Background: an optimization exercise with open tools, aiming at small area, a short achievable clock period and few clock cycles. Do not read the settings as production practice.
The RTL was checked by simulation tests, not by an equivalence proof against the original design.
Power is estimated from default activity; no workload was simulated.

## keyed_count_table_unit
module keyed_count_table_unit #(
  parameter int ROWS      = kct_pkg::ROWS_DEF,
  parameter int SLOTS     = kct_pkg::SLOTS_DEF,
  parameter int KEY_CHARS = kct_pkg::KEY_CHARS_DEF
) (
  input  logic                clk,
  input  logic                rst,
  input  logic                req_valid,
  output logic                req_ready,
  input  logic                req_mode,
  input  logic [kct_pkg::KEY_FW-1:0]   req_key,
  output logic                rsp_valid,
  input  logic                rsp_ready,
  output logic [kct_pkg::STATUS_W-1:0] rsp_status,
  output logic [kct_pkg::ROW_FW-1:0]   rsp_row,
  output logic [kct_pkg::SLOT_FW-1:0]  rsp_slot,
  output logic [kct_pkg::COUNT_W-1:0]  rsp_count
);
Size in the first run: about 7200 cells after synthesis, roughly 2900 flip-flops, ~95 I/O pins, about 120000 µm² of cells after synthesis.
clock: 5.0 ns
lec_check: 0
cap_margin: 20
core_margin: 2
core_utilization: 40
cts_cluster_diameter: 60
cts_cluster_size: 30
place_density: 0.55
setup_slack_margin: 2.4
slew_margin: 20
tns_end_percent: 10
run.sh (not shown) runs the stock make flow with config.mk's settings and CLKGATE_MAP_FILE= SYNTH_SCRIPT=/design/flow/synth_recipe.tcl, a recipe that flattens the netlist after the stock synthesis.
Testbench counts at the start, summed over its fixed seeds: cycles 3,224.
Edit:
--- a/flow/design.v
+++ b/flow/design.v
@@ -44,26 +44,22 @@
   output logic [kct_pkg::STATUS_W-1:0] rsp_status,
   output logic [kct_pkg::ROW_FW-1:0]   rsp_row,
   output logic [kct_pkg::SLOT_FW-1:0]  rsp_slot,
   output logic [kct_pkg::COUNT_W-1:0]  rsp_count
 );
   localparam int ENTRIES = ROWS * SLOTS;
   localparam int IDX_W   = (ENTRIES > 1) ? $clog2(ENTRIES) : 1;
   localparam int KEY_W   = 8 * KEY_CHARS;
   logic [KEY_W-1:0]   tbl_key [ENTRIES];
   logic [COUNT_W-1:0] tbl_cnt [ENTRIES];
   logic [ENTRIES-1:0] tbl_one;    
-  logic [ENTRIES-1:0] w_1h;       
-  logic [COUNT_W-1:0] w_cnt;
-  logic               w_one;
-  logic               pend;
   logic [ENTRIES-1:0] tbl_vld;
   logic [ENTRIES-1:0] vld_next;
   logic               x_vld;
   logic               x_mode;
   logic [KEY_W-1:0]   x_key;
   logic [ENTRIES-1:0] x_m;        
   logic               x_same;     
   logic               y_vld;
   logic               y_mode;
   logic [ENTRIES-1:0] y_match;    
   logic               y_hit;      
@@ -114,33 +110,28 @@
       x_key  <= req_key[KEY_W-1:0];
     end
     if (load) begin
       x_mode <= req_mode;
       x_same <= (x_vld || y_vld) && (x_key == req_key[KEY_W-1:0]);
       for (int i = 0; i < ENTRIES; i++) begin
         x_m[i] <= vld_next[i] && (tbl_key[i] == req_key[KEY_W-1:0]);
       end
     end
   end
   assign m = x_m;
-  assign pend = |(m & w_1h);
   always_comb begin
     m_cnt = '0;
     m_one = 1'b0;
     for (int i = 0; i < ENTRIES; i++) begin
       m_cnt = m_cnt | (tbl_cnt[i] & {COUNT_W{m[i]}});
       m_one = m_one | (tbl_one[i] && m[i]);
-    end
-    if (pend) begin
-      m_cnt = w_cnt;
-      m_one = w_one;
     end
   end
   assign fwd = x_same && y_vld;
   always_ff @(posedge clk) begin
     if (adv) begin
       y_mode  <= x_mode;
       y_match <= fwd ? keep_1h : m;
       y_hit   <= fwd ? live : |m;
       y_cnt   <= fwd ? res_cnt : m_cnt;
       y_one   <= fwd ? (live && new_one) : m_one;
       y_ins   <= (x_mode == MODE_INC) && (fwd ? !live : !(|m));
@@ -194,36 +185,27 @@
   always_comb begin
     vld_next = tbl_vld;
     if (exec) begin
       vld_next = alloc_1h | (tbl_vld & ~(y_match & {ENTRIES{freed}}));
     end
   end
   always_ff @(posedge clk) begin
     for (int i = 0; i < ENTRIES; i++) begin
       if (adv && !vld_next[i]) begin
         tbl_key[i] <= x_key;
       end
-      if (w_1h[i]) begin
-        tbl_cnt[i] <= w_cnt;
-        tbl_one[i] <= w_one;
+      if (exec && used_1h[i]) begin
+        tbl_cnt[i] <= new_cnt;
+        tbl_one[i] <= new_one;
       end
     end
-  end
-  always_ff @(posedge clk) begin
-    if (rst) begin
-      w_1h <= '0;
-    end else begin
-      w_1h <= exec ? used_1h : '0;
-    end
-    w_cnt <= new_cnt;
-    w_one <= new_one;
   end
   always_ff @(posedge clk) begin
     if (rst) begin
       tbl_vld <= '0;
       free_1h <= ENTRIES'(1);
     end else begin
       tbl_vld <= vld_next;
       free_1h <= free_next;
     end
   end
   always_ff @(posedge clk) begin
Outcome: Wire length fell by 1.5%; utilization fell by 0.56 points; register-to-register slack gets worse by 0.10 ns; clock power fell by about 4%; die area fell by 1.1%; synthesized cell count fell by 1.3%.
Testbench counts after the change, summed over its fixed seeds: cycles 3,224.

* * *

The RTL this note starts from:
==> flow/design.v <==
`timescale 1ns / 1ps
package kct_pkg;
  localparam int ROWS_DEF      = 4;
  localparam int SLOTS_DEF     = 8;
  localparam int KEY_CHARS_DEF = 8;
  localparam int KEY_FW    = 64;
  localparam int COUNT_W   = 16;
  localparam int STATUS_W  = 3;
  localparam int ROW_FW    = 2;
  localparam int SLOT_FW   = 3;
  localparam logic [COUNT_W-1:0] COUNT_MAX = '1;
  localparam logic MODE_INC = 1'b0;
  localparam logic MODE_DEC = 1'b1;
  typedef enum logic [STATUS_W-1:0] {
    ST_NEW  = 3'd0,
    ST_INC  = 3'd1,
    ST_FULL = 3'd2,
    ST_DEC  = 3'd3,
    ST_MISS = 3'd4
  } status_t;
  typedef enum logic [2:0] {
    S_CLEAR,
    S_IDLE,
    S_SCAN,
    S_UPDATE,
    S_DONE
  } state_t;
endpackage
`timescale 1ns / 1ps
import kct_pkg::*;
module keyed_count_table_unit #(
  parameter int ROWS      = kct_pkg::ROWS_DEF,
  parameter int SLOTS     = kct_pkg::SLOTS_DEF,
  parameter int KEY_CHARS = kct_pkg::KEY_CHARS_DEF
) (
  input  logic                clk,
  input  logic                rst,
  input  logic                req_valid,
  output logic                req_ready,
  input  logic                req_mode,
  input  logic [kct_pkg::KEY_FW-1:0]   req_key,
  output logic                rsp_valid,
  input  logic                rsp_ready,
  output logic [kct_pkg::STATUS_W-1:0] rsp_status,
  output logic [kct_pkg::ROW_FW-1:0]   rsp_row,
  output logic [kct_pkg::SLOT_FW-1:0]  rsp_slot,
  output logic [kct_pkg::COUNT_W-1:0]  rsp_count
);
  localparam int ENTRIES = ROWS * SLOTS;
  localparam int IDX_W   = (ENTRIES > 1) ? $clog2(ENTRIES) : 1;
  localparam int KEY_W   = 8 * KEY_CHARS;
  logic [KEY_W-1:0]   tbl_key [ENTRIES];
  logic [COUNT_W-1:0] tbl_cnt [ENTRIES];
  logic [ENTRIES-1:0] tbl_one;    
  logic [ENTRIES-1:0] w_1h;       
  logic [COUNT_W-1:0] w_cnt;
  logic               w_one;
  logic               pend;
  logic [ENTRIES-1:0] tbl_vld;
  logic [ENTRIES-1:0] vld_next;
  logic               x_vld;
  logic               x_mode;
  logic [KEY_W-1:0]   x_key;
  logic [ENTRIES-1:0] x_m;        
  logic               x_same;     
  logic               y_vld;
  logic               y_mode;
  logic [ENTRIES-1:0] y_match;    
  logic               y_hit;      
  logic [COUNT_W-1:0] y_cnt;      
  logic               y_one;      
  logic               y_ins;      
  logic               o_vld;
  logic               busy;       
  logic [STATUS_W-1:0] o_status;
  logic [IDX_W-1:0]   o_idx;
  logic [COUNT_W-1:0] o_cnt;
  logic               exec;
  logic               adv;
  logic               load;
  logic               x_vld_next;
  logic               y_vld_next;
  logic               o_vld_next;
  logic [ENTRIES-1:0] m;
  logic [COUNT_W-1:0] m_cnt;
  logic               m_one;
  logic               fwd;
  logic [COUNT_W-1:0] new_cnt;
  logic               cnt_sat;
  logic               new_one;
  logic [ENTRIES-1:0] free_1h;    
  logic [ENTRIES-1:0] free_next;
  logic               full;
  logic               alloc;
  logic [ENTRIES-1:0] alloc_1h;
  logic               freed;
  logic [ENTRIES-1:0] used_1h;
  logic [ENTRIES-1:0] keep_1h;
  logic               live;
  logic [IDX_W-1:0]   res_idx;
  logic [STATUS_W-1:0] res_status;
  logic [COUNT_W-1:0] res_cnt;
  assign exec      = y_vld && (!o_vld || rsp_ready);
  assign adv       = x_vld && (!y_vld || exec);
  assign load      = !x_vld || adv;
  assign req_ready = !busy || rsp_ready;
  assign rsp_valid  = o_vld;
  assign rsp_status = o_status;
  assign rsp_row    = o_idx[IDX_W-1:3];
  assign rsp_slot   = o_idx[2:0];
  assign rsp_count  = o_cnt;
  always_ff @(posedge clk) begin
    if (load && req_valid) begin
      x_key  <= req_key[KEY_W-1:0];
    end
    if (load) begin
      x_mode <= req_mode;
      x_same <= (x_vld || y_vld) && (x_key == req_key[KEY_W-1:0]);
      for (int i = 0; i < ENTRIES; i++) begin
        x_m[i] <= vld_next[i] && (tbl_key[i] == req_key[KEY_W-1:0]);
      end
    end
  end
  assign m = x_m;
  assign pend = |(m & w_1h);
  always_comb begin
    m_cnt = '0;
    m_one = 1'b0;
    for (int i = 0; i < ENTRIES; i++) begin
      m_cnt = m_cnt | (tbl_cnt[i] & {COUNT_W{m[i]}});
      m_one = m_one | (tbl_one[i] && m[i]);
    end
    if (pend) begin
      m_cnt = w_cnt;
      m_one = w_one;
    end
  end
  assign fwd = x_same && y_vld;
  always_ff @(posedge clk) begin
    if (adv) begin
      y_mode  <= x_mode;
      y_match <= fwd ? keep_1h : m;
      y_hit   <= fwd ? live : |m;
      y_cnt   <= fwd ? res_cnt : m_cnt;
      y_one   <= fwd ? (live && new_one) : m_one;
      y_ins   <= (x_mode == MODE_INC) && (fwd ? !live : !(|m));
    end
  end
  always_comb begin
    logic [COUNT_W-1:0] t;
    logic [COUNT_W:0]   carry;
    t        = y_cnt ^ {COUNT_W{y_mode == MODE_DEC}};
    carry[0] = 1'b1;
    for (int b = 0; b < COUNT_W; b++) begin
      carry[b+1] = carry[b] && t[b];
    end
    cnt_sat = carry[COUNT_W] && (y_mode == MODE_INC);
    new_cnt = y_cnt ^ (carry[COUNT_W-1:0] & {COUNT_W{!cnt_sat}});
  end
  assign new_one = (y_mode == MODE_DEC) ? (y_cnt == COUNT_W'(2)) : (y_cnt == '0);
  always_comb begin
    logic seen;
    seen = 1'b0;
    for (int i = 0; i < ENTRIES; i++) begin
      free_next[i] = !vld_next[i] && !seen;
      seen         = seen || !vld_next[i];
    end
  end
  assign full     = !(|free_1h);
  assign alloc    = y_ins && !full;
  assign alloc_1h = free_1h & {ENTRIES{y_ins}};    
  assign freed    = (y_mode == MODE_DEC) && y_one;
  assign used_1h  = y_match | alloc_1h;
  assign keep_1h  = alloc_1h | (y_match & {ENTRIES{!freed}});
  assign live     = alloc || (y_hit && !freed);
  always_comb begin
    res_idx = '0;
    for (int i = 0; i < ENTRIES; i++) begin
      res_idx = res_idx | (IDX_W'(i) & {IDX_W{used_1h[i]}});
    end
  end
  always_comb begin
    if (y_hit) begin
      res_status = (y_mode == MODE_DEC) ? ST_DEC : ST_INC;
      res_cnt    = new_cnt;
    end else if (alloc) begin
      res_status = ST_NEW;
      res_cnt    = new_cnt;
    end else begin
      res_status = (y_mode == MODE_DEC) ? ST_MISS : ST_FULL;
      res_cnt    = '0;
    end
  end
  always_comb begin
    vld_next = tbl_vld;
    if (exec) begin
      vld_next = alloc_1h | (tbl_vld & ~(y_match & {ENTRIES{freed}}));
    end
  end
  always_ff @(posedge clk) begin
    for (int i = 0; i < ENTRIES; i++) begin
      if (adv && !vld_next[i]) begin
        tbl_key[i] <= x_key;
      end
      if (w_1h[i]) begin
        tbl_cnt[i] <= w_cnt;
        tbl_one[i] <= w_one;
      end
    end
  end
  always_ff @(posedge clk) begin
    if (rst) begin
      w_1h <= '0;
    end else begin
      w_1h <= exec ? used_1h : '0;
    end
    w_cnt <= new_cnt;
    w_one <= new_one;
  end
  always_ff @(posedge clk) begin
    if (rst) begin
      tbl_vld <= '0;
      free_1h <= ENTRIES'(1);
    end else begin
      tbl_vld <= vld_next;
      free_1h <= free_next;
    end
  end
  always_ff @(posedge clk) begin
    if (exec) begin
      o_status <= res_status;
      o_idx    <= res_idx;
      o_cnt    <= res_cnt;
    end
  end
  assign x_vld_next = load ? req_valid : x_vld;
  assign y_vld_next = adv ? 1'b1 : (exec ? 1'b0 : y_vld);
  assign o_vld_next = exec ? 1'b1 : (rsp_ready ? 1'b0 : o_vld);
  always_ff @(posedge clk) begin
    if (rst) begin
      x_vld <= 1'b0;
      y_vld <= 1'b0;
      o_vld <= 1'b0;
      busy  <= 1'b0;
    end else begin
      x_vld <= x_vld_next;
      y_vld <= y_vld_next;
      o_vld <= o_vld_next;
      busy  <= x_vld_next && y_vld_next && o_vld_next;
    end
  end
endmodule
clock: 5.0 ns
lec_check: 0
cap_margin: 20
core_margin: 2
core_utilization: 50
cts_cluster_diameter: 60
cts_cluster_size: 30
place_density: 0.65
setup_slack_margin: 2.4
slew_margin: 20
tns_end_percent: 10
Testbench counts at the start, summed over its fixed seeds: cycles 3,224.
Then changed:
--- a/flow/design.v
+++ b/flow/design.v
@@ -53,8 +53,4 @@
   logic [COUNT_W-1:0] tbl_cnt [ENTRIES];
   logic [ENTRIES-1:0] tbl_one;    
-  logic [ENTRIES-1:0] w_1h;       
-  logic [COUNT_W-1:0] w_cnt;
-  logic               w_one;
-  logic               pend;
   logic [ENTRIES-1:0] tbl_vld;
   logic [ENTRIES-1:0] vld_next;
@@ -123,5 +119,4 @@
   end
   assign m = x_m;
-  assign pend = |(m & w_1h);
   always_comb begin
     m_cnt = '0;
@@ -130,8 +125,4 @@
       m_cnt = m_cnt | (tbl_cnt[i] & {COUNT_W{m[i]}});
       m_one = m_one | (tbl_one[i] && m[i]);
-    end
-    if (pend) begin
-      m_cnt = w_cnt;
-      m_one = w_one;
     end
   end
@@ -203,18 +194,9 @@
         tbl_key[i] <= x_key;
       end
-      if (w_1h[i]) begin
-        tbl_cnt[i] <= w_cnt;
-        tbl_one[i] <= w_one;
+      if (exec && used_1h[i]) begin
+        tbl_cnt[i] <= new_cnt;
+        tbl_one[i] <= new_one;
       end
     end
-  end
-  always_ff @(posedge clk) begin
-    if (rst) begin
-      w_1h <= '0;
-    end else begin
-      w_1h <= exec ? used_1h : '0;
-    end
-    w_cnt <= new_cnt;
-    w_one <= new_one;
   end
   always_ff @(posedge clk) begin
=>
- The new run went through all stages and came out clean
- worst setup slack is worse by 45 ps
- first-iteration DRC count climbs by about 17%
- non-clock buffer count climbs by 11
- combinational power went up by about 2%
- count of clock-buffer cells in the layout decreases by 1
- area after synthesis drops by about 1.1%
Testbench counts after the change, summed over its fixed seeds: cycles 3,224.

[re-timing with driven ports]
No port has a modelled driver above. Below, the same layouts with a new extraction and two added sets of constraints.
Step 1 assumes that a clkbuf_16 drives the clock port and a buf_2 every other input.
Step 2, shift: input delay + t, output delay - t, t = (earliest + latest rising clock arrival at the registers) / 2. This alone moves slack from input paths to output paths.
Three values: ideal, step 1, step 2; two values: the first two.
| run | t, ns | setup WS [ns] | slew at the worst register clock pin (ns) | worst data-port slew with drivers (ns) |
|---|---|---|---|---|
| the first run of note 1 | 0.978 | 2.146 / 1.975 / 0.998 | 0.12 / 0.12 | 0.33 |
| the second run of note 1 | 1.000 | 2.042 / 2.077 / 1.093 | 0.11 / 0.11 | 0.18 |
| the first run of note 2 | 0.961 | 2.023 / 2.057 / 1.096 | 0.12 / 0.12 | 0.12 |
| the second run of note 2 | 0.978 | 1.978 / 2.055 / 1.077 | 0.12 / 0.12 | 0.07 |
After both steps every run listed still meets setup and hold. The setup slack of the first run of note 1, which loses most, moves by -0.171 ns with the drivers and by -1.148 ns with both steps.
